What follows belongs to an exercise in optimizing a design on an open flow for a short achievable clock period, few clock cycles per item and low power; a production flow would make more cautious choices.
Function was not checked in any run shown here: the RTL went through the layout flow alone.
No activity file was given, so power comes from the tool's default toggle rates.

$ cat design.v
package frt_pkg;
  localparam int unsigned FRT_MAX_FRAGS = 64;
  localparam int unsigned FUNC_W    = 1;
  localparam int unsigned KIND_W    = 2;
  localparam int unsigned MSG_W     = 16;
  localparam int unsigned FRAG_W    = 8;
  localparam int unsigned CNT_W     = 7;
  localparam int unsigned BYTES_W   = 16;
  localparam int unsigned OFFSET_W  = 24;
  localparam int unsigned ACTION_W  = 3;
  localparam int unsigned CFG_IDX_W = 2;
  localparam logic [FUNC_W-1:0] FUNC_START  = 1'b0;
  localparam logic [FUNC_W-1:0] FUNC_PACKET = 1'b1;
  localparam logic [KIND_W-1:0] KIND_DATA = 2'd0;
  localparam logic [KIND_W-1:0] KIND_NACK = 2'd1;
  localparam logic [CFG_IDX_W-1:0] CFG_MSG_HDR   = 2'd0;
  localparam logic [CFG_IDX_W-1:0] CFG_PKT_HDR   = 2'd1;
  localparam logic [CFG_IDX_W-1:0] CFG_PAGE      = 2'd2;
  localparam logic [CFG_IDX_W-1:0] CFG_FULL_FRAG = 2'd3;
  typedef enum logic [ACTION_W-1:0] {
    ACT_CLEARED         = 3'd0,
    ACT_ACCEPTED        = 3'd1,
    ACT_IGNORED         = 3'd2,
    ACT_DROPPED         = 3'd3,
    ACT_RESEND          = 3'd4,
    ACT_NACK_UNANSWERED = 3'd5,
    ACT_OTHER           = 3'd6
  } action_e;
endpackage
module fragment_reassembly_tracker_core #(
  parameter int unsigned MAX_FRAGS = frt_pkg::FRT_MAX_FRAGS
) (
  input  logic                            clk_i,
  input  logic                            rst_ni,
  input  logic                            cfg_we_i,
  input  logic [frt_pkg::CFG_IDX_W-1:0]   cfg_index_i,
  input  logic [frt_pkg::BYTES_W-1:0]     cfg_data_i,
  input  logic                            in_valid_i,
  output logic                            in_ready_o,
  input  logic [frt_pkg::FUNC_W-1:0]      func_i,
  input  logic [frt_pkg::KIND_W-1:0]      packet_kind_i,
  input  logic [frt_pkg::MSG_W-1:0]       message_number_i,
  input  logic [frt_pkg::FRAG_W-1:0]      fragment_number_i,
  input  logic [frt_pkg::CNT_W-1:0]       total_fragments_i,
  input  logic [frt_pkg::BYTES_W-1:0]     fragment_bytes_i,
  input  logic [frt_pkg::BYTES_W-1:0]     header_bytes_i,
  input  logic [frt_pkg::BYTES_W-1:0]     max_data_bytes_i,
  input  logic                            request_pending_i,
  output logic                            out_valid_o,
  input  logic                            out_ready_i,
  output logic [frt_pkg::ACTION_W-1:0]    action_o,
  output logic [frt_pkg::OFFSET_W-1:0]    page_offset_o,
  output logic [frt_pkg::BYTES_W-1:0]     copy_bytes_o,
  output logic [frt_pkg::BYTES_W-1:0]     resend_fragment_bytes_o,
  output logic                            message_complete_o
);
  localparam int unsigned IdxW  = (MAX_FRAGS > 1) ? $clog2(MAX_FRAGS) : 1;
  localparam int unsigned BW    = frt_pkg::BYTES_W;
  localparam int unsigned OW    = frt_pkg::OFFSET_W;
  localparam int unsigned FW    = frt_pkg::FRAG_W;
  localparam int unsigned CW    = frt_pkg::CNT_W;
  localparam int unsigned MW    = frt_pkg::MSG_W;
  localparam int unsigned DivW  = BW + 1;
  localparam int unsigned StepW = $clog2(DivW + 1);
  function automatic logic [BW-1:0] sub_sat(input logic [BW-1:0] a, input logic [BW-1:0] b);
    sub_sat = (a > b) ? a - b : '0;
  endfunction
  logic [BW-1:0]        mh_q, ph_q, page_q, full_q;
  logic [MW-1:0]        cur_msg_q;
  logic                 active_q;
  logic [MAX_FRAGS-1:0] map_q;
  logic [CW-1:0]        count_q;
  logic [BW-1:0]        first_q;
  logic                 div_done_q;
  logic [StepW-1:0]     step_q;
  logic                 out_valid_q;
  logic [2:0]           out_action_q;
  logic [OW:0]          out_offs_a_q, out_offs_b_q;
  logic [BW-1:0]        out_copy_q;
  logic                 out_rs_full_q;
  logic                 out_complete_q;
  logic                 is_start, is_nack, is_data, pend;
  logic                 frag_zero, frag_in, last_frag, more_frags, maxd_zero, need_div;
  logic [IdxW-1:0]      frag_idx;
  logic [FW:0]          frag_p1;
  logic [DivW-1:0]      dvd, hdr_sum;
  assign is_start   = (func_i == frt_pkg::FUNC_START);
  assign is_nack    = !is_start && (packet_kind_i == frt_pkg::KIND_NACK);
  assign is_data    = !is_start && (packet_kind_i == frt_pkg::KIND_DATA);
  assign pend       = request_pending_i;
  assign frag_zero  = (fragment_number_i == '0);
  assign frag_in    = (fragment_number_i < FW'(MAX_FRAGS));
  assign frag_idx   = fragment_number_i[IdxW-1:0];
  assign frag_p1    = {1'b0, fragment_number_i} + (FW + 1)'(1);
  assign last_frag  = (frag_p1 == (FW + 1)'(total_fragments_i));
  assign more_frags = (frag_p1 < (FW + 1)'(total_fragments_i));
  assign maxd_zero  = (max_data_bytes_i == '0);
  assign need_div   = is_nack && pend && !frag_zero && last_frag && !maxd_zero;
  assign dvd        = {1'b0, mh_q} + {1'b0, page_q};
  assign hdr_sum    = {1'b0, ph_q} + {1'b0, mh_q};
  logic                 in_accept;
  assign in_ready_o = (!need_div || div_done_q) && (!out_valid_q || out_ready_i);
  assign in_accept  = in_valid_i && in_ready_o;
  logic                 div_step, dbit_q, cfg_we_q;
  logic [StepW-1:0]     step_d;
  logic [DivW-1:0]      div_sh;
  logic [DivW:0]        div_tr, dvd_ext;
  logic [BW-1:0]        rem_next;
  assign div_step = in_valid_i && need_div && !div_done_q && !cfg_we_q && !out_valid_q;
  assign dvd_ext  = {dvd, 1'b0};
  assign div_sh   = {out_copy_q, dbit_q};
  assign div_tr   = {1'b0, div_sh} - {2'b0, max_data_bytes_i};
  assign rem_next = div_tr[DivW] ? div_sh[BW-1:0] : div_tr[BW-1:0];
  always_comb begin
    step_d = step_q;
    if (in_accept) begin
      step_d = '0;
    end else if (div_step) begin
      step_d = step_q + StepW'(1);
    end
  end
  always_ff @(posedge clk_i or negedge rst_ni) begin
    if (!rst_ni) begin
      div_done_q <= 1'b0;
      step_q     <= '0;
      dbit_q     <= 1'b0;
      cfg_we_q   <= 1'b0;
    end else begin
      step_q   <= step_d;
      dbit_q   <= dvd_ext[DivW-step_d];
      cfg_we_q <= cfg_we_i;
      if (in_accept) begin
        div_done_q <= 1'b0;
      end else if (div_step) begin
        if (step_q == StepW'(DivW - 1)) begin
          div_done_q <= 1'b1;
        end
      end
    end
  end
  logic [MW-1:0]        next_msg;
  logic                 msg_only, opens, new_open, seen, msg_match;
  logic [BW-1:0]        data_len, zero_len;
  logic [BW+1:0]        zl_diff;
  logic [CW-1:0]        count_inc;
  logic [OW:0]          offs_a, offs_b;
  assign next_msg   = cur_msg_q + MW'(1);
  assign opens      = !active_q || (next_msg == message_number_i);
  assign new_open   = opens && frag_zero && pend;
  assign seen       = !new_open && map_q[frag_idx];
  assign msg_match  = new_open || (active_q && (cur_msg_q == message_number_i));
  assign msg_only   = frag_zero && ({1'b0, fragment_bytes_i} == hdr_sum);
  assign data_len   = sub_sat(fragment_bytes_i, header_bytes_i);
  assign zl_diff    = {2'b0, is_nack ? max_data_bytes_i : fragment_bytes_i}
                    + {2'b11, is_nack ? '1 : ~header_bytes_i}
                    + {2'b11, ~mh_q} + (BW + 2)'(2);
  assign zero_len   = zl_diff[BW+1] ? '0 : zl_diff[BW-1:0];
  assign count_inc  = (new_open ? '0 : count_q) + CW'(1);
  frt_offs u_offs (
    .nack_i  (is_nack),
    .frag_i  (fragment_number_i),
    .maxd_i  (max_data_bytes_i),
    .first_i (first_q),
    .mh_i    (mh_q),
    .sum_a_o (offs_a),
    .sum_b_o (offs_b)
  );
  logic [2:0]           r_action;
  logic                 r_offs_on;
  logic [BW-1:0]        r_copy;
  logic                 r_rs_full;
  logic                 r_complete, r_accept;
  always_comb begin
    r_action   = frt_pkg::ACT_IGNORED;
    r_offs_on  = 1'b0;
    r_copy     = '0;
    r_rs_full  = 1'b0;
    r_complete = 1'b0;
    r_accept   = 1'b0;
    if (is_start) begin
      r_action = frt_pkg::ACT_CLEARED;
    end else if (is_nack) begin
      if (pend) begin
        r_action  = frt_pkg::ACT_RESEND;
        r_offs_on = !frag_zero;
        if (frag_zero) begin
          r_copy = zero_len;
        end else if (last_frag) begin
          r_copy = maxd_zero ? (dvd[DivW-1] ? '1 : dvd[BW-1:0]) : out_copy_q;
        end else begin
          r_copy = max_data_bytes_i;
        end
        r_rs_full = more_frags;
      end else begin
        r_action = frt_pkg::ACT_NACK_UNANSWERED;
      end
    end else if (!is_data) begin
      r_action = frt_pkg::ACT_OTHER;
    end else if (opens && !new_open) begin
      r_action = frt_pkg::ACT_IGNORED;
    end else if (!msg_match) begin
      r_action = frt_pkg::ACT_IGNORED;
    end else if (!frag_in) begin
      r_action = frt_pkg::ACT_DROPPED;
    end else if (seen) begin
      r_action = frt_pkg::ACT_IGNORED;
    end else if (!msg_only && frag_zero && !pend) begin
      r_action = frt_pkg::ACT_DROPPED;
    end else begin
      r_action   = frt_pkg::ACT_ACCEPTED;
      r_accept   = 1'b1;
      r_complete = (count_inc == total_fragments_i);
      if (msg_only) begin
        r_copy = '0;
      end else if (frag_zero) begin
        r_copy = zero_len;
      end else begin
        r_copy    = data_len;
        r_offs_on = 1'b1;
      end
    end
  end
  always_ff @(posedge clk_i or negedge rst_ni) begin
    if (!rst_ni) begin
      mh_q        <= BW'(32);
      ph_q        <= BW'(28);
      page_q      <= BW'(4096);
      full_q      <= BW'(1500);
      cur_msg_q   <= '0;
      active_q    <= 1'b0;
      map_q       <= '0;
      count_q     <= '0;
      first_q     <= '0;
      out_valid_q <= 1'b0;
    end else begin
      if (cfg_we_i) begin
        case (cfg_index_i)
          frt_pkg::CFG_MSG_HDR:   mh_q   <= cfg_data_i;
          frt_pkg::CFG_PKT_HDR:   ph_q   <= cfg_data_i;
          frt_pkg::CFG_PAGE:      page_q <= cfg_data_i;
          default:                full_q <= cfg_data_i;
        endcase
      end
      if (in_accept) begin
        out_valid_q <= 1'b1;
      end else if (out_ready_i) begin
        out_valid_q <= 1'b0;
      end
      if (in_accept) begin
        if (is_start) begin
          cur_msg_q <= '0;
          active_q  <= 1'b0;
          map_q     <= '0;
          count_q   <= '0;
          first_q   <= '0;
        end else if (r_accept) begin
          cur_msg_q <= message_number_i;
          active_q  <= 1'b1;
          map_q     <= (new_open ? '0 : map_q) | (MAX_FRAGS'(1) << frag_idx);
          count_q   <= count_inc;
          if (frag_zero) begin
            first_q <= msg_only ? '0 : zero_len;
          end
        end
      end
    end
  end
  always_ff @(posedge clk_i) begin
    if (in_accept) begin
      out_action_q   <= r_action;
      out_offs_a_q   <= offs_a & {(OW + 1){r_offs_on}};
      out_offs_b_q   <= offs_b & {(OW + 1){r_offs_on}};
      out_rs_full_q  <= r_rs_full;
      out_complete_q <= r_complete;
    end
  end
  always_ff @(posedge clk_i or negedge rst_ni) begin
    if (!rst_ni) begin
      out_copy_q <= '0;
    end else if (in_accept) begin
      out_copy_q <= r_copy;
    end else if (out_valid_q && out_ready_i) begin
      out_copy_q <= '0;
    end else if (div_step) begin
      out_copy_q <= rem_next;
    end
  end
  logic [OW:0]          offs_sum;
  logic [DivW:0]        rs_sum;
  assign offs_sum = out_offs_a_q + out_offs_b_q;
  assign rs_sum = {2'b0, ph_q} + {2'b0, out_copy_q};
  always_comb begin
    if (out_rs_full_q) begin
      resend_fragment_bytes_o = full_q;
    end else if (out_action_q == frt_pkg::ACT_RESEND) begin
      resend_fragment_bytes_o = (rs_sum[DivW:BW] != '0) ? '1 : rs_sum[BW-1:0];
    end else begin
      resend_fragment_bytes_o = '0;
    end
  end
  assign out_valid_o        = out_valid_q;
  assign action_o           = out_action_q;
  assign page_offset_o      = (offs_sum[OW] && (out_action_q == frt_pkg::ACT_RESEND)) ? '0
                                                                                : offs_sum[OW-1:0];
  assign copy_bytes_o       = out_copy_q;
  assign message_complete_o = out_complete_q;
endmodule
module frt_offs (
  input  logic        nack_i,
  input  logic [7:0]  frag_i,
  input  logic [15:0] maxd_i,
  input  logic [15:0] first_i,
  input  logic [15:0] mh_i,
  output logic [24:0] sum_a_o,
  output logic [24:0] sum_b_o
);
  logic t0, t1, t2, t3, t4, t5, t6, t7, t8, t9, t10, t11, t12, t13, t14, t15, t16, t17, t18, t19, t20, t21, t22, t23, t24, t25, t26, t27, t28, t29, t30, t31, t32, t33, t34, t35, t36, t37, t38, t39, t40, t41, t42, t43, t44, t45, t46, t47, t48, t49, t50, t51, t52, t53, t54, t55, t56, t57, t58, t59, t60, t61, t62, t63, t64, t65, t66, t67, t68, t69, t70, t71, t72, t73, t74, t75, t76, t77, t78, t79, t80, t81, t82, t83, t84, t85, t86, t87, t88, t89, t90, t91, t92, t93, t94, t95, t96, t97, t98, t99, t100, t101, t102, t103, t104, t105, t106, t107, t108, t109, t110, t111, t112, t113, t114, t115, t116, t117, t118, t119, t120, t121, t122, t123, t124, t125, t126, t127, t128, t129, t130, t131, t132, t133, t134, t135, t136, t137, t138, t139, t140, t141, t142, t143, t144, t145, t146, t147, t148, t149, t150, t151, t152, t153, t154, t155, t156, t157, t158, t159, t160, t161, t162, t163, t164, t165, t166, t167, t168, t169, t170, t171, t172, t173, t174, t175, t176, t177, t178, t179, t180, t181, t182, t183, t184, t185, t186, t187, t188, t189, t190, t191, t192, t193, t194, t195, t196, t197, t198, t199, t200, t201, t202, t203, t204, t205, t206, t207, t208, t209, t210, t211, t212, t213, t214, t215, t216, t217, t218, t219, t220, t221, t222, t223, t224, t225, t226, t227, t228, t229, t230, t231, t232, t233, t234, t235, t236, t237, t238, t239, t240, t241, t242, t243, t244, t245, t246, t247, t248, t249, t250, t251, t252, t253, t254, t255, t256, t257, t258, t259, t260, t261, t262, t263, t264, t265, t266, t267, t268, t269, t270, t271, t272, t273, t274, t275, t276, t277, t278, t279, t280, t281, t282, t283, t284, t285, t286, t287, t288, t289, t290, t291, t292, t293, t294, t295, t296, t297, t298, t299, t300, t301, t302, t303, t304, t305, t306, t307, t308, t309, t310, t311, t312, t313, t314, t315, t316, t317, t318, t319, t320, t321, t322, t323, t324, t325, t326, t327, t328, t329, t330, t331, t332, t333, t334, t335, t336, t337, t338, t339, t340, t341, t342, t343, t344, t345, t346, t347, t348, t349, t350, t351, t352, t353, t354, t355, t356, t357, t358, t359, t360, t361, t362, t363, t364, t365, t366, t367, t368, t369, t370, t371, t372, t373, t374, t375, t376, t377, t378, t379, t380, t381, t382, t383, t384, t385, t386, t387, t388, t389, t390, t391, t392, t393, t394, t395;
  assign t0 = (frag_i[0] & maxd_i[0]);
  assign t1 = (!nack_i & first_i[0]);
  assign t2 = (nack_i ? ~mh_i[0] : ~maxd_i[0]);
  assign t3 = (frag_i[0] & maxd_i[1]);
  assign t4 = (frag_i[1] & maxd_i[0]);
  assign t5 = (!nack_i & first_i[1]);
  assign t6 = (nack_i ? ~mh_i[1] : ~maxd_i[1]);
  assign t7 = (frag_i[0] & maxd_i[2]);
  assign t8 = (frag_i[1] & maxd_i[1]);
  assign t9 = (frag_i[2] & maxd_i[0]);
  assign t10 = (!nack_i & first_i[2]);
  assign t11 = (nack_i ? ~mh_i[2] : ~maxd_i[2]);
  assign t12 = (frag_i[0] & maxd_i[3]);
  assign t13 = (frag_i[1] & maxd_i[2]);
  assign t14 = (frag_i[2] & maxd_i[1]);
  assign t15 = (frag_i[3] & maxd_i[0]);
  assign t16 = (!nack_i & first_i[3]);
  assign t17 = (nack_i ? ~mh_i[3] : ~maxd_i[3]);
  assign t18 = (frag_i[0] & maxd_i[4]);
  assign t19 = (frag_i[1] & maxd_i[3]);
  assign t20 = (frag_i[2] & maxd_i[2]);
  assign t21 = (frag_i[3] & maxd_i[1]);
  assign t22 = (frag_i[4] & maxd_i[0]);
  assign t23 = (!nack_i & first_i[4]);
  assign t24 = (nack_i ? ~mh_i[4] : ~maxd_i[4]);
  assign t25 = (frag_i[0] & maxd_i[5]);
  assign t26 = (frag_i[1] & maxd_i[4]);
  assign t27 = (frag_i[2] & maxd_i[3]);
  assign t28 = (frag_i[3] & maxd_i[2]);
  assign t29 = (frag_i[4] & maxd_i[1]);
  assign t30 = (frag_i[5] & maxd_i[0]);
  assign t31 = (!nack_i & first_i[5]);
  assign t32 = (nack_i ? ~mh_i[5] : ~maxd_i[5]);
  assign t33 = (frag_i[0] & maxd_i[6]);
  assign t34 = (frag_i[1] & maxd_i[5]);
  assign t35 = (frag_i[2] & maxd_i[4]);
  assign t36 = (frag_i[3] & maxd_i[3]);
  assign t37 = (frag_i[4] & maxd_i[2]);
  assign t38 = (frag_i[5] & maxd_i[1]);
  assign t39 = (nack_i ? (frag_i[6] & maxd_i[0]) : first_i[6]);
  assign t40 = (nack_i ? ~mh_i[6] : ~maxd_i[6]);
  assign t41 = (frag_i[0] & maxd_i[7]);
  assign t42 = (frag_i[1] & maxd_i[6]);
  assign t43 = (frag_i[2] & maxd_i[5]);
  assign t44 = (frag_i[3] & maxd_i[4]);
  assign t45 = (frag_i[4] & maxd_i[3]);
  assign t46 = (frag_i[5] & maxd_i[2]);
  assign t47 = (nack_i ? (frag_i[6] & maxd_i[1]) : first_i[7]);
  assign t48 = (nack_i & frag_i[7] & maxd_i[0]);
  assign t49 = (nack_i ? ~mh_i[7] : ~maxd_i[7]);
  assign t50 = (frag_i[0] & maxd_i[8]);
  assign t51 = (frag_i[1] & maxd_i[7]);
  assign t52 = (frag_i[2] & maxd_i[6]);
  assign t53 = (frag_i[3] & maxd_i[5]);
  assign t54 = (frag_i[4] & maxd_i[4]);
  assign t55 = (frag_i[5] & maxd_i[3]);
  assign t56 = (nack_i ? (frag_i[6] & maxd_i[2]) : first_i[8]);
  assign t57 = (nack_i & frag_i[7] & maxd_i[1]);
  assign t58 = (nack_i ? ~mh_i[8] : ~maxd_i[8]);
  assign t59 = (frag_i[0] & maxd_i[9]);
  assign t60 = (frag_i[1] & maxd_i[8]);
  assign t61 = (frag_i[2] & maxd_i[7]);
  assign t62 = (frag_i[3] & maxd_i[6]);
  assign t63 = (frag_i[4] & maxd_i[5]);
  assign t64 = (frag_i[5] & maxd_i[4]);
  assign t65 = (nack_i ? (frag_i[6] & maxd_i[3]) : first_i[9]);
  assign t66 = (nack_i & frag_i[7] & maxd_i[2]);
  assign t67 = (nack_i ? ~mh_i[9] : ~maxd_i[9]);
  assign t68 = (frag_i[0] & maxd_i[10]);
  assign t69 = (frag_i[1] & maxd_i[9]);
  assign t70 = (frag_i[2] & maxd_i[8]);
  assign t71 = (frag_i[3] & maxd_i[7]);
  assign t72 = (frag_i[4] & maxd_i[6]);
  assign t73 = (frag_i[5] & maxd_i[5]);
  assign t74 = (nack_i ? (frag_i[6] & maxd_i[4]) : first_i[10]);
  assign t75 = (nack_i & frag_i[7] & maxd_i[3]);
  assign t76 = (nack_i ? ~mh_i[10] : ~maxd_i[10]);
  assign t77 = (frag_i[0] & maxd_i[11]);
  assign t78 = (frag_i[1] & maxd_i[10]);
  assign t79 = (frag_i[2] & maxd_i[9]);
  assign t80 = (frag_i[3] & maxd_i[8]);
  assign t81 = (frag_i[4] & maxd_i[7]);
  assign t82 = (frag_i[5] & maxd_i[6]);
  assign t83 = (nack_i ? (frag_i[6] & maxd_i[5]) : first_i[11]);
  assign t84 = (nack_i & frag_i[7] & maxd_i[4]);
  assign t85 = (nack_i ? ~mh_i[11] : ~maxd_i[11]);
  assign t86 = (frag_i[0] & maxd_i[12]);
  assign t87 = (frag_i[1] & maxd_i[11]);
  assign t88 = (frag_i[2] & maxd_i[10]);
  assign t89 = (frag_i[3] & maxd_i[9]);
  assign t90 = (frag_i[4] & maxd_i[8]);
  assign t91 = (frag_i[5] & maxd_i[7]);
  assign t92 = (nack_i ? (frag_i[6] & maxd_i[6]) : first_i[12]);
  assign t93 = (nack_i & frag_i[7] & maxd_i[5]);
  assign t94 = (nack_i ? ~mh_i[12] : ~maxd_i[12]);
  assign t95 = (frag_i[0] & maxd_i[13]);
  assign t96 = (frag_i[1] & maxd_i[12]);
  assign t97 = (frag_i[2] & maxd_i[11]);
  assign t98 = (frag_i[3] & maxd_i[10]);
  assign t99 = (frag_i[4] & maxd_i[9]);
  assign t100 = (frag_i[5] & maxd_i[8]);
  assign t101 = (nack_i ? (frag_i[6] & maxd_i[7]) : first_i[13]);
  assign t102 = (nack_i & frag_i[7] & maxd_i[6]);
  assign t103 = (nack_i ? ~mh_i[13] : ~maxd_i[13]);
  assign t104 = (frag_i[0] & maxd_i[14]);
  assign t105 = (frag_i[1] & maxd_i[13]);
  assign t106 = (frag_i[2] & maxd_i[12]);
  assign t107 = (frag_i[3] & maxd_i[11]);
  assign t108 = (frag_i[4] & maxd_i[10]);
  assign t109 = (frag_i[5] & maxd_i[9]);
  assign t110 = (nack_i ? (frag_i[6] & maxd_i[8]) : first_i[14]);
  assign t111 = (nack_i & frag_i[7] & maxd_i[7]);
  assign t112 = (nack_i ? ~mh_i[14] : ~maxd_i[14]);
  assign t113 = (frag_i[0] & maxd_i[15]);
  assign t114 = (frag_i[1] & maxd_i[14]);
  assign t115 = (frag_i[2] & maxd_i[13]);
  assign t116 = (frag_i[3] & maxd_i[12]);
  assign t117 = (frag_i[4] & maxd_i[11]);
  assign t118 = (frag_i[5] & maxd_i[10]);
  assign t119 = (nack_i ? (frag_i[6] & maxd_i[9]) : first_i[15]);
  assign t120 = (nack_i & frag_i[7] & maxd_i[8]);
  assign t121 = (nack_i ? ~mh_i[15] : ~maxd_i[15]);
  assign t122 = (frag_i[1] & maxd_i[15]);
  assign t123 = (frag_i[2] & maxd_i[14]);
  assign t124 = (frag_i[3] & maxd_i[13]);
  assign t125 = (frag_i[4] & maxd_i[12]);
  assign t126 = (frag_i[5] & maxd_i[11]);
  assign t127 = (nack_i & frag_i[6] & maxd_i[10]);
  assign t128 = (nack_i & frag_i[7] & maxd_i[9]);
  assign t129 = (frag_i[2] & maxd_i[15]);
  assign t130 = (frag_i[3] & maxd_i[14]);
  assign t131 = (frag_i[4] & maxd_i[13]);
  assign t132 = (frag_i[5] & maxd_i[12]);
  assign t133 = (nack_i & frag_i[6] & maxd_i[11]);
  assign t134 = (nack_i & frag_i[7] & maxd_i[10]);
  assign t135 = (frag_i[3] & maxd_i[15]);
  assign t136 = (frag_i[4] & maxd_i[14]);
  assign t137 = (frag_i[5] & maxd_i[13]);
  assign t138 = (nack_i & frag_i[6] & maxd_i[12]);
  assign t139 = (nack_i & frag_i[7] & maxd_i[11]);
  assign t140 = (frag_i[4] & maxd_i[15]);
  assign t141 = (frag_i[5] & maxd_i[14]);
  assign t142 = (nack_i & frag_i[6] & maxd_i[13]);
  assign t143 = (nack_i & frag_i[7] & maxd_i[12]);
  assign t144 = (frag_i[5] & maxd_i[15]);
  assign t145 = (nack_i & frag_i[6] & maxd_i[14]);
  assign t146 = (nack_i & frag_i[7] & maxd_i[13]);
  assign t147 = (nack_i & frag_i[6] & maxd_i[15]);
  assign t148 = (nack_i & frag_i[7] & maxd_i[14]);
  assign t149 = (nack_i & frag_i[7] & maxd_i[15]);
  assign t150 = ~t0;
  assign t151 = ~t122;
  assign t152 = ~t129;
  assign t153 = ~t135;
  assign t154 = ~t140;
  assign t155 = ~t144;
  assign t156 = ~t147;
  assign t157 = ~t149;
  assign t158 = ~t149;
  assign t159 = ~t149;
  assign t160 = t18 ^ t19;
  assign t161 = t18 & t19;
  assign t162 = t25 ^ t26 ^ t27;
  assign t163 = (t25 & t26) | (t25 & t27) | (t26 & t27);
  assign t164 = t28 ^ t29;
  assign t165 = t28 & t29;
  assign t166 = t33 ^ t34 ^ t35;
  assign t167 = (t33 & t34) | (t33 & t35) | (t34 & t35);
  assign t168 = t36 ^ t37 ^ t38;
  assign t169 = (t36 & t37) | (t36 & t38) | (t37 & t38);
  assign t170 = t41 ^ t42 ^ t43;
  assign t171 = (t41 & t42) | (t41 & t43) | (t42 & t43);
  assign t172 = t44 ^ t45 ^ t46;
  assign t173 = (t44 & t45) | (t44 & t46) | (t45 & t46);
  assign t174 = t47 ^ t48;
  assign t175 = t47 & t48;
  assign t176 = t50 ^ t51 ^ t52;
  assign t177 = (t50 & t51) | (t50 & t52) | (t51 & t52);
  assign t178 = t53 ^ t54 ^ t55;
  assign t179 = (t53 & t54) | (t53 & t55) | (t54 & t55);
  assign t180 = t56 ^ t57 ^ t58;
  assign t181 = (t56 & t57) | (t56 & t58) | (t57 & t58);
  assign t182 = t59 ^ t60 ^ t61;
  assign t183 = (t59 & t60) | (t59 & t61) | (t60 & t61);
  assign t184 = t62 ^ t63 ^ t64;
  assign t185 = (t62 & t63) | (t62 & t64) | (t63 & t64);
  assign t186 = t65 ^ t66 ^ t67;
  assign t187 = (t65 & t66) | (t65 & t67) | (t66 & t67);
  assign t188 = t68 ^ t69 ^ t70;
  assign t189 = (t68 & t69) | (t68 & t70) | (t69 & t70);
  assign t190 = t71 ^ t72 ^ t73;
  assign t191 = (t71 & t72) | (t71 & t73) | (t72 & t73);
  assign t192 = t74 ^ t75 ^ t76;
  assign t193 = (t74 & t75) | (t74 & t76) | (t75 & t76);
  assign t194 = t77 ^ t78 ^ t79;
  assign t195 = (t77 & t78) | (t77 & t79) | (t78 & t79);
  assign t196 = t80 ^ t81 ^ t82;
  assign t197 = (t80 & t81) | (t80 & t82) | (t81 & t82);
  assign t198 = t83 ^ t84 ^ t85;
  assign t199 = (t83 & t84) | (t83 & t85) | (t84 & t85);
  assign t200 = t86 ^ t87 ^ t88;
  assign t201 = (t86 & t87) | (t86 & t88) | (t87 & t88);
  assign t202 = t89 ^ t90 ^ t91;
  assign t203 = (t89 & t90) | (t89 & t91) | (t90 & t91);
  assign t204 = t92 ^ t93 ^ t94;
  assign t205 = (t92 & t93) | (t92 & t94) | (t93 & t94);
  assign t206 = t95 ^ t96 ^ t97;
  assign t207 = (t95 & t96) | (t95 & t97) | (t96 & t97);
  assign t208 = t98 ^ t99 ^ t100;
  assign t209 = (t98 & t99) | (t98 & t100) | (t99 & t100);
  assign t210 = t101 ^ t102 ^ t103;
  assign t211 = (t101 & t102) | (t101 & t103) | (t102 & t103);
  assign t212 = t104 ^ t105 ^ t106;
  assign t213 = (t104 & t105) | (t104 & t106) | (t105 & t106);
  assign t214 = t107 ^ t108 ^ t109;
  assign t215 = (t107 & t108) | (t107 & t109) | (t108 & t109);
  assign t216 = t110 ^ t111 ^ t112;
  assign t217 = (t110 & t111) | (t110 & t112) | (t111 & t112);
  assign t218 = t113 ^ t114 ^ t115;
  assign t219 = (t113 & t114) | (t113 & t115) | (t114 & t115);
  assign t220 = t116 ^ t117 ^ t118;
  assign t221 = (t116 & t117) | (t116 & t118) | (t117 & t118);
  assign t222 = t119 ^ t120 ^ t121;
  assign t223 = (t119 & t120) | (t119 & t121) | (t120 & t121);
  assign t224 = t123 ^ t124 ^ t125;
  assign t225 = (t123 & t124) | (t123 & t125) | (t124 & t125);
  assign t226 = t126 ^ t127 ^ t128;
  assign t227 = (t126 & t127) | (t126 & t128) | (t127 & t128);
  assign t228 = t130 ^ t131 ^ t132;
  assign t229 = (t130 & t131) | (t130 & t132) | (t131 & t132);
  assign t230 = t133 ^ t134;
  assign t231 = t133 & t134;
  assign t232 = t136 ^ t137 ^ t138;
  assign t233 = (t136 & t137) | (t136 & t138) | (t137 & t138);
  assign t234 = t3 ^ t4;
  assign t235 = t3 & t4;
  assign t236 = t7 ^ t8 ^ t9;
  assign t237 = (t7 & t8) | (t7 & t9) | (t8 & t9);
  assign t238 = t12 ^ t13 ^ t14;
  assign t239 = (t12 & t13) | (t12 & t14) | (t13 & t14);
  assign t240 = t15 ^ t16;
  assign t241 = t15 & t16;
  assign t242 = t160 ^ t20 ^ t21;
  assign t243 = (t160 & t20) | (t160 & t21) | (t20 & t21);
  assign t244 = t22 ^ t23 ^ t24;
  assign t245 = (t22 & t23) | (t22 & t24) | (t23 & t24);
  assign t246 = t162 ^ t164 ^ t30;
  assign t247 = (t162 & t164) | (t162 & t30) | (t164 & t30);
  assign t248 = t31 ^ t32 ^ t161;
  assign t249 = (t31 & t32) | (t31 & t161) | (t32 & t161);
  assign t250 = t166 ^ t168 ^ t39;
  assign t251 = (t166 & t168) | (t166 & t39) | (t168 & t39);
  assign t252 = t40 ^ t163 ^ t165;
  assign t253 = (t40 & t163) | (t40 & t165) | (t163 & t165);
  assign t254 = t170 ^ t172 ^ t174;
  assign t255 = (t170 & t172) | (t170 & t174) | (t172 & t174);
  assign t256 = t49 ^ t167 ^ t169;
  assign t257 = (t49 & t167) | (t49 & t169) | (t167 & t169);
  assign t258 = t176 ^ t178 ^ t180;
  assign t259 = (t176 & t178) | (t176 & t180) | (t178 & t180);
  assign t260 = t171 ^ t173 ^ t175;
  assign t261 = (t171 & t173) | (t171 & t175) | (t173 & t175);
  assign t262 = t182 ^ t184 ^ t186;
  assign t263 = (t182 & t184) | (t182 & t186) | (t184 & t186);
  assign t264 = t177 ^ t179 ^ t181;
  assign t265 = (t177 & t179) | (t177 & t181) | (t179 & t181);
  assign t266 = t188 ^ t190 ^ t192;
  assign t267 = (t188 & t190) | (t188 & t192) | (t190 & t192);
  assign t268 = t183 ^ t185 ^ t187;
  assign t269 = (t183 & t185) | (t183 & t187) | (t185 & t187);
  assign t270 = t194 ^ t196 ^ t198;
  assign t271 = (t194 & t196) | (t194 & t198) | (t196 & t198);
  assign t272 = t189 ^ t191 ^ t193;
  assign t273 = (t189 & t191) | (t189 & t193) | (t191 & t193);
  assign t274 = t200 ^ t202 ^ t204;
  assign t275 = (t200 & t202) | (t200 & t204) | (t202 & t204);
  assign t276 = t195 ^ t197 ^ t199;
  assign t277 = (t195 & t197) | (t195 & t199) | (t197 & t199);
  assign t278 = t206 ^ t208 ^ t210;
  assign t279 = (t206 & t208) | (t206 & t210) | (t208 & t210);
  assign t280 = t201 ^ t203 ^ t205;
  assign t281 = (t201 & t203) | (t201 & t205) | (t203 & t205);
  assign t282 = t212 ^ t214 ^ t216;
  assign t283 = (t212 & t214) | (t212 & t216) | (t214 & t216);
  assign t284 = t207 ^ t209 ^ t211;
  assign t285 = (t207 & t209) | (t207 & t211) | (t209 & t211);
  assign t286 = t218 ^ t220 ^ t222;
  assign t287 = (t218 & t220) | (t218 & t222) | (t220 & t222);
  assign t288 = t213 ^ t215 ^ t217;
  assign t289 = (t213 & t215) | (t213 & t217) | (t215 & t217);
  assign t290 = t224 ^ t226 ^ t151;
  assign t291 = (t224 & t226) | (t224 & t151) | (t226 & t151);
  assign t292 = t219 ^ t221 ^ t223;
  assign t293 = (t219 & t221) | (t219 & t223) | (t221 & t223);
  assign t294 = t228 ^ t230 ^ t122;
  assign t295 = (t228 & t230) | (t228 & t122) | (t230 & t122);
  assign t296 = t152 ^ t225 ^ t227;
  assign t297 = (t152 & t225) | (t152 & t227) | (t225 & t227);
  assign t298 = t232 ^ t139 ^ t129;
  assign t299 = (t232 & t139) | (t232 & t129) | (t139 & t129);
  assign t300 = t153 ^ t229 ^ t231;
  assign t301 = (t153 & t229) | (t153 & t231) | (t229 & t231);
  assign t302 = t141 ^ t142 ^ t143;
  assign t303 = (t141 & t142) | (t141 & t143) | (t142 & t143);
  assign t304 = t135 ^ t154 ^ t233;
  assign t305 = (t135 & t154) | (t135 & t233) | (t154 & t233);
  assign t306 = t145 ^ t146 ^ t140;
  assign t307 = (t145 & t146) | (t145 & t140) | (t146 & t140);
  assign t308 = t234 ^ t5;
  assign t309 = t234 & t5;
  assign t310 = t236 ^ t10 ^ t11;
  assign t311 = (t236 & t10) | (t236 & t11) | (t10 & t11);
  assign t312 = t238 ^ t240 ^ t17;
  assign t313 = (t238 & t240) | (t238 & t17) | (t240 & t17);
  assign t314 = t242 ^ t244 ^ t239;
  assign t315 = (t242 & t244) | (t242 & t239) | (t244 & t239);
  assign t316 = t246 ^ t248 ^ t243;
  assign t317 = (t246 & t248) | (t246 & t243) | (t248 & t243);
  assign t318 = t250 ^ t252 ^ t247;
  assign t319 = (t250 & t252) | (t250 & t247) | (t252 & t247);
  assign t320 = t254 ^ t256 ^ t251;
  assign t321 = (t254 & t256) | (t254 & t251) | (t256 & t251);
  assign t322 = t258 ^ t260 ^ t255;
  assign t323 = (t258 & t260) | (t258 & t255) | (t260 & t255);
  assign t324 = t262 ^ t264 ^ t259;
  assign t325 = (t262 & t264) | (t262 & t259) | (t264 & t259);
  assign t326 = t266 ^ t268 ^ t263;
  assign t327 = (t266 & t268) | (t266 & t263) | (t268 & t263);
  assign t328 = t270 ^ t272 ^ t267;
  assign t329 = (t270 & t272) | (t270 & t267) | (t272 & t267);
  assign t330 = t274 ^ t276 ^ t271;
  assign t331 = (t274 & t276) | (t274 & t271) | (t276 & t271);
  assign t332 = t278 ^ t280 ^ t275;
  assign t333 = (t278 & t280) | (t278 & t275) | (t280 & t275);
  assign t334 = t282 ^ t284 ^ t279;
  assign t335 = (t282 & t284) | (t282 & t279) | (t284 & t279);
  assign t336 = t286 ^ t288 ^ t283;
  assign t337 = (t286 & t288) | (t286 & t283) | (t288 & t283);
  assign t338 = t290 ^ t292 ^ t287;
  assign t339 = (t290 & t292) | (t290 & t287) | (t292 & t287);
  assign t340 = t294 ^ t296 ^ t291;
  assign t341 = (t294 & t296) | (t294 & t291) | (t296 & t291);
  assign t342 = t298 ^ t300 ^ t295;
  assign t343 = (t298 & t300) | (t298 & t295) | (t300 & t295);
  assign t344 = t302 ^ t304 ^ t299;
  assign t345 = (t302 & t304) | (t302 & t299) | (t304 & t299);
  assign t346 = t306 ^ t155 ^ t303;
  assign t347 = (t306 & t155) | (t306 & t303) | (t155 & t303);
  assign t348 = t148 ^ t144 ^ t156;
  assign t349 = (t148 & t144) | (t148 & t156) | (t144 & t156);
  assign t350 = t1 ^ t2;
  assign t351 = t1 & t2;
  assign t352 = t308 ^ t6 ^ t0;
  assign t353 = (t308 & t6) | (t308 & t0) | (t6 & t0);
  assign t354 = t310 ^ t235 ^ t309;
  assign t355 = (t310 & t235) | (t310 & t309) | (t235 & t309);
  assign t356 = t312 ^ t237 ^ t311;
  assign t357 = (t312 & t237) | (t312 & t311) | (t237 & t311);
  assign t358 = t314 ^ t241 ^ t313;
  assign t359 = (t314 & t241) | (t314 & t313) | (t241 & t313);
  assign t360 = t316 ^ t245 ^ t315;
  assign t361 = (t316 & t245) | (t316 & t315) | (t245 & t315);
  assign t362 = t318 ^ t249 ^ t317;
  assign t363 = (t318 & t249) | (t318 & t317) | (t249 & t317);
  assign t364 = t320 ^ t253 ^ t319;
  assign t365 = (t320 & t253) | (t320 & t319) | (t253 & t319);
  assign t366 = t322 ^ t257 ^ t321;
  assign t367 = (t322 & t257) | (t322 & t321) | (t257 & t321);
  assign t368 = t324 ^ t261 ^ t323;
  assign t369 = (t324 & t261) | (t324 & t323) | (t261 & t323);
  assign t370 = t326 ^ t265 ^ t325;
  assign t371 = (t326 & t265) | (t326 & t325) | (t265 & t325);
  assign t372 = t328 ^ t269 ^ t327;
  assign t373 = (t328 & t269) | (t328 & t327) | (t269 & t327);
  assign t374 = t330 ^ t273 ^ t329;
  assign t375 = (t330 & t273) | (t330 & t329) | (t273 & t329);
  assign t376 = t332 ^ t277 ^ t331;
  assign t377 = (t332 & t277) | (t332 & t331) | (t277 & t331);
  assign t378 = t334 ^ t281 ^ t333;
  assign t379 = (t334 & t281) | (t334 & t333) | (t281 & t333);
  assign t380 = t336 ^ t285 ^ t335;
  assign t381 = (t336 & t285) | (t336 & t335) | (t285 & t335);
  assign t382 = t338 ^ t289 ^ t337;
  assign t383 = (t338 & t289) | (t338 & t337) | (t289 & t337);
  assign t384 = t340 ^ t293 ^ t339;
  assign t385 = (t340 & t293) | (t340 & t339) | (t293 & t339);
  assign t386 = t342 ^ t297 ^ t341;
  assign t387 = (t342 & t297) | (t342 & t341) | (t297 & t341);
  assign t388 = t344 ^ t301 ^ t343;
  assign t389 = (t344 & t301) | (t344 & t343) | (t301 & t343);
  assign t390 = t346 ^ t305 ^ t345;
  assign t391 = (t346 & t305) | (t346 & t345) | (t305 & t345);
  assign t392 = t348 ^ t307 ^ t347;
  assign t393 = (t348 & t307) | (t348 & t347) | (t307 & t347);
  assign t394 = t147 ^ t157 ^ t349;
  assign t395 = (t147 & t157) | (t147 & t349) | (t157 & t349);
  assign sum_a_o = {t159, t158, t394, t392, t390, t388, t386, t384, t382, t380, t378, t376, t374, t372, t370, t368, t366, t364, t362, t360, t358, t356, t354, t352, t350};
  assign sum_b_o = {1'b0, t395, t393, t391, t389, t387, t385, t383, t381, t379, t377, t375, t373, t371, t369, t367, t365, t363, t361, t359, t357, t355, t353, t351, t150};
endmodule
$ cat run.sh
#!/bin/bash
# synth_recipe.tcl (not shown) runs the flow's synth.tcl, then flattens the netlist and writes it again
# the make line also repeats each setting of config.mk as NAME=value (left out here)
make -C /OpenROAD-flow-scripts/flow DESIGN_CONFIG=/design/flow/config.mk WORK_HOME=/design/flow/orfs CLKGATE_MAP_FILE= SYNTH_SCRIPT=/design/flow/synth_recipe.tcl finish
$ cat config.mk
export PLATFORM = sky130hd
export DESIGN_NAME = fragment_reassembly_tracker_core
export DESIGN_NICKNAME = fragment_reassembly_tracker_core
export VERILOG_FILES = /design/flow/design.v
export SDC_FILE = /design/flow/constraint.sdc
export NUM_CORES = 4
export LEC_CHECK = 0
export CAP_MARGIN = 20
export CORE_MARGIN = 2
export CORE_UTILIZATION = 40
export CTS_BUF_LIST = sky130_fd_sc_hd__clkbuf_8
export CTS_CLUSTER_DIAMETER = 60
export CTS_CLUSTER_SIZE = 20
export PLACE_DENSITY = 0.6
export SLEW_MARGIN = 20
$ cat constraint.sdc
create_clock -name core_clock -period 7.5 [get_ports {clk_i}]
set_input_delay 1.5000 -clock core_clock [delete_from_list [all_inputs] [get_ports {clk_i}]]
set_output_delay 1.5000 -clock core_clock [all_outputs]
set_load 0.01 [all_outputs]
==> run_results.csv, run 1 <==
group,metric,value,unit
yosys,synth_edf_count,53,
sta,fmax,0.154,GHz
floorplanning,core_area,0.0563,mm^2
sta,setup_tns,0,ns
global_route,antenna_found_initial,1,
sta,fin_crit_sh,0.868,
sta,worstMarginPinSlew,0.974,ns
final_layout,final_area,0.0260,mm^2
hold_path,min_path_cells,1,
critical_path,reg2regPathDepth,13,
routing,vias,19600,
critical_path,crit_type,"in2out",
placement,post-place-ws,0.623,ns
placement,place_congestion,0.963,
clock_tree,cts-root-buf,"clkbuf_8",
yosys,synth.top_cell.area_share,0.199,
sta,setup_viol,0,
yosys,synth_area,0.0228,mm^2
routing,routed_wl,79.7,mm
final_layout,final_cells,3354,
clock_tree,clk_pin_slew,0.09,ns
power_and_ir_drop,report.power.total,5.16,mW
yosys,synth_area_leader_cell,"dfrtp_1",
yosys,synth.net_count,2832,
critical_path,critPathRequiredTime,6.00,ns
routing,drt_iter0_drc,1323,
sta,hold_viol,0,
clock_tree,cts_buffers,29,
sta,relSlewSlack,0.349,
clock_tree,cts_buffer_depth,3,
clock_tree,cts_tree,"built",
power_and_ir_drop,pwr-share-seq,0.310,
power_and_ir_drop,switching_share,0.425,
floorplanning,die_x,243,um
floorplanning,rows,87,
clock_tree,ctsResizeCount,0,
routing,vias_per_cell,5.84,
routing,drc,0,
power_and_ir_drop,p_per_area,199,mW/mm^2
power_and_ir_drop,p_leak,11.3,nW
critical_path,end_kind,"output pin",
yosys,synth_most_common_cell,"inv_1",
global_route,grt_max_degree,67,
yosys,postSynthAreaPerCell,9.30,um^2
placement,io_buffers,167,
yosys,syn_inst,2446,
yosys,synth_seq_area_share,0.283,
yosys,synth_warnings,1,
final_layout,final_layout_size_suffix_gt1_frac,0.0916,
clock_tree,clock-sinks,246,
yosys,async_reset_ff_frac,0.785,
floorplanning,initial_core_util,0.404,
global_route,first_global_vias,19600,
yosys,ys_ff_latch,246,
sta,skew,0.0473,ns
hold_path,hp-class,"reg2reg",
sta,grt_setup_unrepaired,"false",
critical_path,arrival,5.01,ns
power_and_ir_drop,combPwrFrac,0.469,
power_and_ir_drop,clock_power_share,0.222,
clock_tree,clk_latency,0.68,ns
final_layout,fill_cells,5423,
floorplanning,dieArea,0.0588,mm^2
critical_path,startpoint_type,"input pin",
power_and_ir_drop,netSwitchingPower,2.19,mW
critical_path,critPathMaxFanout,11,
routing,dr.pass1.iters,8,
placement,dpl.cell_count,3299,
clock_tree,ctsHoldBuffers,0,
floorplanning,die_height,243,um
clock_tree,postCtsSetupRepairBufs,0,
yosys,synthFlopType,"dfrtp_1",
routing,wire_per_inst,23.8,um
yosys,yosys-top-cells-count,"inv_1, nand2_1, nor2_1, dfrtp_1, ha_1",
yosys,yosysUniqueCellTypes,92,
global_route,grt_first_pass_wirelength,121,mm
clock_tree,htreeDepth,1,
sta,slew_viol_final,0,
sta,fin_ws,0.994,ns
final_layout,fin_nets,2960,
status,status,"finished clean",
placement,placement.cell_area,0.0253,mm^2
yosys,synth_area_leaders,"dfrtp_1, fa_1, ha_1",
final_layout,syn2layout_area_growth,14.2,%
global_route,overflow,0,
placement,dp_hpwl,63.4,mm
power_and_ir_drop,ir_drop,0.161,mV
global_route,grt_use_total,0.266,
floorplanning,ioPinCount,168,
sta,min_period,6.51,ns
power_and_ir_drop,power.internal,2.96,mW
flow_run,cap_viol_max_count,0,
routing,detail-route-antenna-nets,0,
-- layout make-up --
cell class / instances / area [um^2] / area share
tap: 756 / 946 / 0.0364
timing repair buffer: 217 / 2050 / 0.0790
antenna: 1 / 2.50 / 0.0000963
clock buffer: 29 / 399 / 0.0154
multi-input combinational: 1876 / 15100 / 0.580
clock inverter: 25 / 309 / 0.0119
sequential: 246 / 6440 / 0.248
inverter: 204 / 766 / 0.0295
-- flip-flops by register name, indices dropped and copies added, names as in the netlist, 3 cells and up --
name,count
map_q,64
out_offs_a_q,24
out_offs_b_q,24
cur_msg_q,16
first_q,16
full_q,16
mh_q,16
out_copy_q,16
page_q,16
ph_q,16
count_q,7
step_q,5
out_action_q,3
-- cells by family (layout without fill, tap and decap cells) --
family	after synthesis	count (layout)	share of synthesized area
adders and majority gates	280	280	0.198
and+or+nand+nor	754	754	0.165
AOI/OAI and AO/OA	601	601	0.184
xor gates and xnor gates	140	140	0.0539
buffers and inverters	324	475	0.0558
DFF	246	246	0.283
other	0	1	0
muxes	101	101	0.0602
-- final timing paths --
check                                     startpoint           to  slack, ns
max in group asynchronous                     rst_ni   first_q[1]       5.30
worst min register to register           first_q[15]  first_q[15]       0.49
worst max register to register               mh_q[0]    map_q[58]       2.16
worst min-delay path                     first_q[15]  first_q[15]       0.49
worst max-delay path            fragment_number_i[1]   in_ready_o       0.99
min in group asynchronous                     rst_ni     map_q[5]       0.79
-- critical path, stage by stage --
cell and delay (ns):
clkdlybuf4s50_1 0.67, inv_1 0.53, ha_1 0.43, nor3b_1 0.45, nand3_1 0.18, and3_1 0.21, nand3_1 0.15, nor2_1 0.06
nor2_1 0.23, clkdlybuf4s50_1 0.59
-- power by group through the flow --
| stage | combinational, mW | clock (mW) | sequential, mW |
|---|---|---|---|
| after floorplan | 1.59 | 0 | 1.56 |
| after global placement | 2.35 | 0 | 1.62 |
| after detailed placement | 2.38 | 0 | 1.62 |
| after CTS | 2.39 | 1.18 | 1.59 |
| after global routing | 2.65 | 1.22 | 1.60 |
| final | 2.42 | 1.14 | 1.60 |
-- layout by cell type, fill, tap and decap left out, types with 30 or more instances in the layout --
cell	count
and3_1	41
xnor2_1	87
edfxtp_1	53
a21o_1	46
ha_1	148
nor2_1	185
clkbuf_8	30
dfrtp_1	181
buf_4	50
and2_1	74
a32o_1	35
o21ai_0	116
clkdlybuf4s50_1	166
nand3_1	58
nor3_1	39
inv_1	203
fa_1	132
mux2_2	61
a21oi_1	133
o2bb2ai_1	36
nand2_1	194
xor2_1	53
-- metal layers --
metal	GRT usage	routed length, um
met1	0.361	35200
met2	0.450	37900
met3	0.0321	4380
met4	0.0715	2340
met5	0	0
-- per-stage QoR --
| step | hold slack (ns) | utilization |
|---|---|---|
| after detailed placement | 0.467 | 0.449 |
| after global placement | 0.463 | 0.449 |
| final | 0.490 | 0.462 |
| after floorplan | 0.448 | - |
| after CTS | 0.489 | 0.461 |
| after global routing | 0.512 | 0.462 |
==> run 2: changes to the inputs <==
--- a/config.mk
+++ b/config.mk
@@ -13,3 +13,5 @@
 export CTS_CLUSTER_SIZE = 20
 export PLACE_DENSITY = 0.6
+export SETUP_SLACK_MARGIN = 2.0
 export SLEW_MARGIN = 20
+export TNS_END_PERCENT = 0
==> run_results.csv, run 2 <==
group,metric,value,unit
clock_tree,htreeDepth,1,
final_layout,final_cell_mix,"inv_1, nand2_1, nor2_1",
routing,wire_per_inst,24.1,um
sta,setup_tns,0,ns
yosys,postSynthAreaPerCell,9.30,um^2
floorplanning,ioPinCount,168,
critical_path,crit_type,"in2out",
power_and_ir_drop,clock_power_share,0.214,
critical_path,crit_family,"simple AND/OR/NAND/NOR gates",
power_and_ir_drop,ir_drop,0.167,mV
critical_path,critPathBufInv,2,
floorplanning,dieArea,0.0588,mm^2
critical_path,critPathRequiredTime,6.00,ns
floorplanning,die_x,243,um
sta,relSlewSlack,0.352,
yosys,synth_seq_area_share,0.283,
sta,fmax,0.173,GHz
critical_path,crit_top_cell,"clkdlybuf4s50_1",
sta,setup_viol,0,
critical_path,arrival,4.29,ns
routing,dr.pass1.iters,5,
routing,routed_wl,81.1,mm
sta,worstMarginPinSlew,0.972,ns
yosys,synth_area,0.0228,mm^2
final_layout,largest_register_ffs,64,
yosys,syn_inst,2446,
floorplanning,initial_core_util,0.404,
placement,io_buffers,167,
critical_path,max_stage_delay,0.69,ns
power_and_ir_drop,p_leak,11.5,nW
global_route,grt_first_pass_wirelength,124,mm
yosys,synth_edf_count,53,
final_layout,final_layout_size_suffix_gt1_frac,0.106,
yosys,synth_area_leader_cell,"dfrtp_1",
clock_tree,clk_latency,0.70,ns
floorplanning,core_area,0.0563,mm^2
final_layout,final_common_cell,"inv_1",
hold_path,worstHoldStart,"map_q[12]",
critical_path,r2r_slack,2.53,ns
global_route,grt_max_degree,111,
floorplanning,rows,87,
sta,min_period,5.79,ns
global_route,grt_use_total,0.272,
yosys,synth_most_common_cell,"inv_1",
yosys,ys_ff_latch,246,
yosys,synth_area_leaders,"dfrtp_1, fa_1, ha_1",
critical_path,reg2reg_from,"mh_q[1]",
global_route,first_global_vias,20100,
critical_path,rr_endpoint,"first_q[6]",
yosys,synthFlopType,"dfrtp_1",
clock_tree,cts_tree,"built",
final_layout,largestRegisters,"map_q x64, out_offs_a_q x24, out_offs_b_q x24",
yosys,synth.top_cell.area_share,0.199,
yosys,synth.net_count,2832,
sta,hold_viol,0,
sta,fin_crit_sh,0.772,
power_and_ir_drop,switching_share,0.433,
flow_run,cap_viol_max_count,0,
power_and_ir_drop,power.internal,2.93,mW
critical_path,end_kind,"output pin",
sta,grt_setup_unrepaired,"true",
clock_tree,ctsHoldBuffers,0,
power_and_ir_drop,netSwitchingPower,2.23,mW
power_and_ir_drop,p_per_area,197,mW/mm^2
clock_tree,clk_pin_slew,0.10,ns
critical_path,reg2regPathDepth,11,
routing,drt_iter0_drc,1814,
hold_path,min_path_cells,1,
final_layout,fin_nets,2973,
sta,hold_ws,0.490,ns
critical_path,path_cells,"clkdlybuf4s50_1 -> nor4_1 -> nand4_1 -> and3_1 -> nand3_1 -> nor2_1 -> nor2_2 -> clkdlybuf4s50_1",
routing,drc,0,
global_route,antenna_found_initial,2,
floorplanning,die_height,243,um
sta,skew,0.0749,ns
global_route,overflow,0,
final_layout,largest_register,"map_q",
final_layout,syn2layout_area_growth,15.3,%
placement,dp_hpwl,63.5,mm
clock_tree,clock-sinks,246,
sta,slew_viol_final,0,
clock_tree,cts-root-buf,"clkbuf_8",
clock_tree,cts_buffers,29,
routing,vias_per_cell,5.89,
status,status,"finished clean",
placement,place_congestion,0.980,
clock_tree,cts_buffer_depth,3,
final_layout,finalCoreUtilization,0.466,
critical_path,slowest_stage,"clkdlybuf4s50_1",
yosys,synth_warnings,1,
power_and_ir_drop,combPwrFrac,0.476,
yosys,yosysUniqueCellTypes,92,
hold_path,min_to,"map_q[12]",
critical_path,cp_num_cells,8,
yosys,yosys-top-cells-count,"inv_1, nand2_1, nor2_1, dfrtp_1, ha_1",
routing,detail-route-antenna-nets,0,
critical_path,startpoint_type,"input pin",
hold_path,hp-class,"reg2reg",
yosys,async_reset_ff_frac,0.785,
critical_path,critPathMaxFanout,8,
power_and_ir_drop,pwr-share-seq,0.310,
routing,vias,19800,
==> run 2: cell counts after synthesis <==
Identical to the previous run, type by type.
==> run 2: per-layer routing <==
layer / GRT usage / part of all wire
met1: 0.366 / 0.43
met2: 0.441 / 0.46
met3: 0.0495 / 0.072
met4: 0.0931 / 0.037
met5: 0 / 0
==> run 2: through the flow <==
| step | cell area (um^2) | setup slack, ns | total power [mW] | instances |
|---|---|---|---|---|
| finish | 26200 | 1.71 | 5.16 | 3369 |
| global route | 26200 | 1.64 | 5.48 | 3368 |
| CTS | 26200 | 1.74 | 5.16 | 3363 |
| detailed placement | 25200 | 0.754 | 4.01 | 3295 |
| global placement | 25200 | 0.829 | 3.98 | 3295 |
| floorplan | 22800 | 1.93 | 3.14 | 2446 |
==> run 2: layout make-up <==
type | count | area [um^2]
Sequential cell | 246 | 6440
Clock buffer | 30 | 413
Inverter | 204 | 769
Antenna cell | 3 | 7.51
Multi-Input combinational cell | 1877 | 15200
Clock inverter | 24 | 282
Tap cell | 756 | 946
Fill cell | 5372 | 30000
Timing Repair Buffer | 229 | 2190
==> run 2: what timing repair did <==
action                                  4_1_cts  5_1_grt
endpoints found under the setup margin       73       75
pin swaps                                     5        2
buffers inserted                             12        2
gates cloned                                  2        1
resized for setup                            64       16
==> run 2: how the worst max path moves through the flow <==
stage | end | slack [ns] | from
after CTS | in_ready_o | 1.74 | max_data_bytes_i[1]
after detailed placement | first_q[7] | 0.75 | func_i[0]
after global placement | first_q[7] | 0.83 | func_i[0]
final | in_ready_o | 1.71 | max_data_bytes_i[1]
after floorplan | out_copy_q[14] | 1.93 | func_i[0]
after global routing | page_offset_o[2] | 1.64 | out_offs_a_q[0]
==> run 2: power groups by stage <==
stage               logic, mW  clock network, mW  registers [mW]
CTS                      2.42               1.14            1.60
global placement         2.36                  0            1.62
floorplan                1.59                  0            1.56
finish                   2.46               1.10            1.60
detailed placement       2.38                  0            1.62
global route             2.69               1.18            1.61
==> run 2: cell families (layout without fill, tap and decap cells) <==
family                     after synthesis  in the layout  share of synthesized area
and+or+nand+nor                        754            755                      0.165
AOI/OAI and AO/OA                      601            601                      0.184
buffers and inverters                  324            487                     0.0558
adders and majority gates              280            280                      0.198
DFF                                    246            246                      0.283
xor gates and xnor gates               140            140                     0.0539
muxes                                  101            101                     0.0602
other                                    0              3                          0
==> run 3: changes to the inputs <==
--- a/config.mk
+++ b/config.mk
@@ -9,9 +9,7 @@
 export CORE_MARGIN = 2
 export CORE_UTILIZATION = 40
-export CTS_BUF_LIST = sky130_fd_sc_hd__clkbuf_8
-export CTS_CLUSTER_DIAMETER = 60
-export CTS_CLUSTER_SIZE = 20
+export CTS_BUF_LIST = sky130_fd_sc_hd__clkbuf_16
+export CTS_CLUSTER_DIAMETER = 100
+export CTS_CLUSTER_SIZE = 30
 export PLACE_DENSITY = 0.6
-export SETUP_SLACK_MARGIN = 2.0
 export SLEW_MARGIN = 20
-export TNS_END_PERCENT = 0
==> run_results.csv, run 3 <==
group,metric,value,unit
status,status,"finished clean",
sta,worstMarginPinSlew,0.996,ns
routing,vias_per_cell,5.87,
floorplanning,rows,87,
routing,dr.pass1.iters,6,
clock_tree,cts_buffers,15,
yosys,synth_area_leaders,"dfrtp_1, fa_1, ha_1",
sta,grt_setup_unrepaired,"false",
sta,setup_viol,0,
clock_tree,postCtsSetupRepairBufs,0,
clock_tree,clock-sinks,246,
power_and_ir_drop,clock_power_share,0.191,
power_and_ir_drop,p_leak,11.2,nW
yosys,ys_ff_latch,246,
floorplanning,ioPinCount,168,
clock_tree,cts_buffer_depth,3,
global_route,grt.met1_usage,0.359,
yosys,synth_seq_area_share,0.283,
yosys,synthMuxAreaShare,0.0602,
final_layout,final_cells,3326,
yosys,synth_adder_area_share,0.198,
routing,drc,0,
yosys,synth.net_count,2832,
yosys,synth_most_common_cell,"inv_1",
power_and_ir_drop,report.power.total,4.96,mW
placement,dpl.cell_count,3299,
placement,placement.cell_area,0.0253,mm^2
yosys,yosysUniqueCellTypes,92,
final_layout,largest_register,"map_q",
power_and_ir_drop,netSwitchingPower,2.09,mW
clock_tree,ctsResizeCount,0,
floorplanning,die_height,243,um
sta,relSlewSlack,0.334,
global_route,busiest_layer,"met2",
final_layout,largest_register_ffs,64,
clock_tree,cts_tree,"built",
critical_path,end_kind,"output pin",
routing,detail-route-antenna-nets,0,
yosys,synth_top_family_by_area,"adder cells",
floorplanning,initial_core_util,0.404,
final_layout,final_common_cell,"inv_1",
clock_tree,cts-root-buf,"clkbuf_16",
clock_tree,htreeDepth,1,
sta,slew_viol_final,0,
clock_tree,clk_latency,0.55,ns
routing,routed_wl,79.4,mm
global_route,use_met3,0.0371,
yosys,postSynthAreaPerCell,9.30,um^2
placement,io_buffers,167,
global_route,grt_use_total,0.266,
hold_path,hp-class,"reg2reg",
critical_path,startpoint_type,"input pin",
sta,fmax,0.154,GHz
placement,dp_hpwl,63.4,mm
clock_tree,ctsHoldBuffers,0,
clock_tree,clk_pin_slew,0.10,ns
yosys,synth_warnings,1,
final_layout,regArea,0.00644,mm^2
routing,drt_iter0_drc,1365,
power_and_ir_drop,ir_drop,0.147,mV
routing,wire_per_inst,23.9,um
sta,fin_crit_sh,0.863,
yosys,async_reset_ff_frac,0.785,
yosys,synthFlopType,"dfrtp_1",
final_layout,final_area,0.0258,mm^2
floorplanning,die_x,243,um
yosys,syn_inst,2446,
global_route,grt_first_pass_wirelength,120,mm
floorplanning,core_area,0.0563,mm^2
final_layout,largestRegisters,"map_q x64, out_offs_a_q x24, out_offs_b_q x24",
placement,place_congestion,0.963,
global_route,grt_max_degree,67,
final_layout,final_cell_mix,"inv_1, nand2_1, nor2_1",
final_layout,final_layout_size_suffix_gt1_frac,0.0817,
sta,hold_viol,0,
power_and_ir_drop,p_per_area,193,mW/mm^2
final_layout,syn2layout_area_growth,13.3,%
global_route,overflow,0,
global_route,antenna_found_initial,0,
sta,fin_ws,1.02,ns
power_and_ir_drop,pwr-share-seq,0.321,
yosys,yosys.area_share.simple,0.165,
yosys,synth_compound_area_frac,0.184,
critical_path,critPathMaxFanout,11,
power_and_ir_drop,switching_share,0.421,
power_and_ir_drop,combPwrFrac,0.487,
final_layout,fill_cells,5431,
placement,post-place-ws,0.623,ns
sta,min_period,6.48,ns
flow_run,cap_viol_max_count,0,
yosys,synth_area,0.0228,mm^2
yosys,synth_edf_count,53,
sta,setup_tns,0,ns
floorplanning,dieArea,0.0588,mm^2
yosys,synth_xor_area_frac,0.0539,
yosys,yosys-top-cells-count,"inv_1, nand2_1, nor2_1, dfrtp_1, ha_1",
sta,skew,0.0337,ns
critical_path,arrival,4.98,ns
global_route,grt.met2_usage,0.448,
routing,vias,19500,
final_layout,fin_nets,2946,
critical_path,crit_type,"in2out",
critical_path,critPathRequiredTime,6.00,ns
global_route,first_global_vias,19500,
final_layout,multi_input_area,0.0151,mm^2
yosys,synth_area_leader_cell,"dfrtp_1",
power_and_ir_drop,power.internal,2.87,mW
yosys,synth.top_cell.area_share,0.199,
run 3: cell counts after synthesis:
No cell type changed its count.
run 3: area by class of cell:
| cell class | count | share of cell area |
|---|---|---|
| tap | 756 | 0.0367 |
| clock buffer | 15 | 0.0146 |
| timing repair buffer | 217 | 0.0796 |
| antenna | 1 | 0.0000971 |
| clock inverter | 11 | 0.00519 |
| sequential | 246 | 0.250 |
| inverter | 204 | 0.0297 |
| multi-input combinational | 1876 | 0.584 |
run 3: power groups by stage:
stage | registers (mW) | clock network [mW] | logic [mW]
6_report | 1.60 | 0.950 | 2.42
5_1_grt | 1.60 | 1.02 | 2.65
4_1_cts | 1.59 | 0.971 | 2.40
3_5_place_dp | 1.62 | 0 | 2.38
3_3_place_gp | 1.62 | 0 | 2.35
2_1_floorplan | 1.56 | 0 | 1.59
run 3: stage by stage:
step | util | hold WS, ns
2_1_floorplan | - | 0.448
3_3_place_gp | 0.449 | 0.463
3_5_place_dp | 0.449 | 0.467
4_1_cts | 0.458 | 0.491
5_1_grt | 0.458 | 0.514
6_report | 0.458 | 0.491
run 3: logic make-up after synthesis:
| family | after synthesis |
|---|---|
| adders and majority gates | 280 |
| buffers and inverters | 324 |
| and+or+nand+nor | 754 |
| DFF | 246 |
| muxes | 101 |
| AOI/OAI and AO/OA | 601 |
| xor gates and xnor gates | 140 |
run 3: worst paths after layout:
kind | cells after the start | start | end | slack [ns]
setup / recovery | 10 | fragment_number_i[1] | in_ready_o | 1.02
max in group asynchronous | 2 | rst_ni | out_copy_q[4] | 5.22
hold / removal | 1 | first_q[15] | first_q[15] | 0.49
setup reg to reg | 13 | mh_q[0] | map_q[58] | 2.19
hold reg to reg | 1 | first_q[15] | first_q[15] | 0.49
min in group asynchronous | 1 | rst_ni | map_q[5] | 0.93
run 3: critical path, cell delays in order:
cell	delay, ns
clkdlybuf4s50_1	0.67
inv_1	0.53
ha_1	0.43
nor3b_1	0.44
nand3_1	0.18
and3_1	0.21
nand3_1	0.15
nor2_1	0.06
nor2_1	0.22
clkdlybuf4s50_1	0.59
run 3: metal layers:
layer  share of wire  routed length [um]
met5               0                   0
met4           0.028                2200
met3           0.058                4600
met2            0.48               37700
met1            0.44               34900

==> port drivers added, routing unchanged <==
Ports are ideal in the flow. The routed layouts listed here were re-timed in OpenROAD.
Step 1 (the two cells are an assumption about what drives the block):
set clk [get_ports {clk_i}]
set_driving_cell -lib_cell sky130_fd_sc_hd__clkbuf_16 $clk
set_driving_cell -lib_cell sky130_fd_sc_hd__buf_2 [delete_from_list [all_inputs] $clk]
Step 2, shift: input delay + t, output delay - t, t = (earliest + latest rising clock arrival at the registers) / 2. This alone moves slack from input paths to output paths.
Slacks: ideal / step 1 / step 2; pairs: ideal / step 1.
run | shift t [ns] | setup WS [ns] | worst setup path at the end | worst data-port slew with drivers (ns)
run 1 | 0.716 | 0.994 / 0.972 / 0.548 | input to register | 0.08
run 2 | 0.711 | 1.713 / 1.683 / 1.235 | input to register | 0.08
run 3 | 0.586 | 1.024 / 1.002 / 0.566 | input to register | 0.08
After both steps every run listed still meets setup and hold. The setup slack of run 2, which loses most, moves by -0.030 ns with the drivers and by -0.478 ns with both steps.
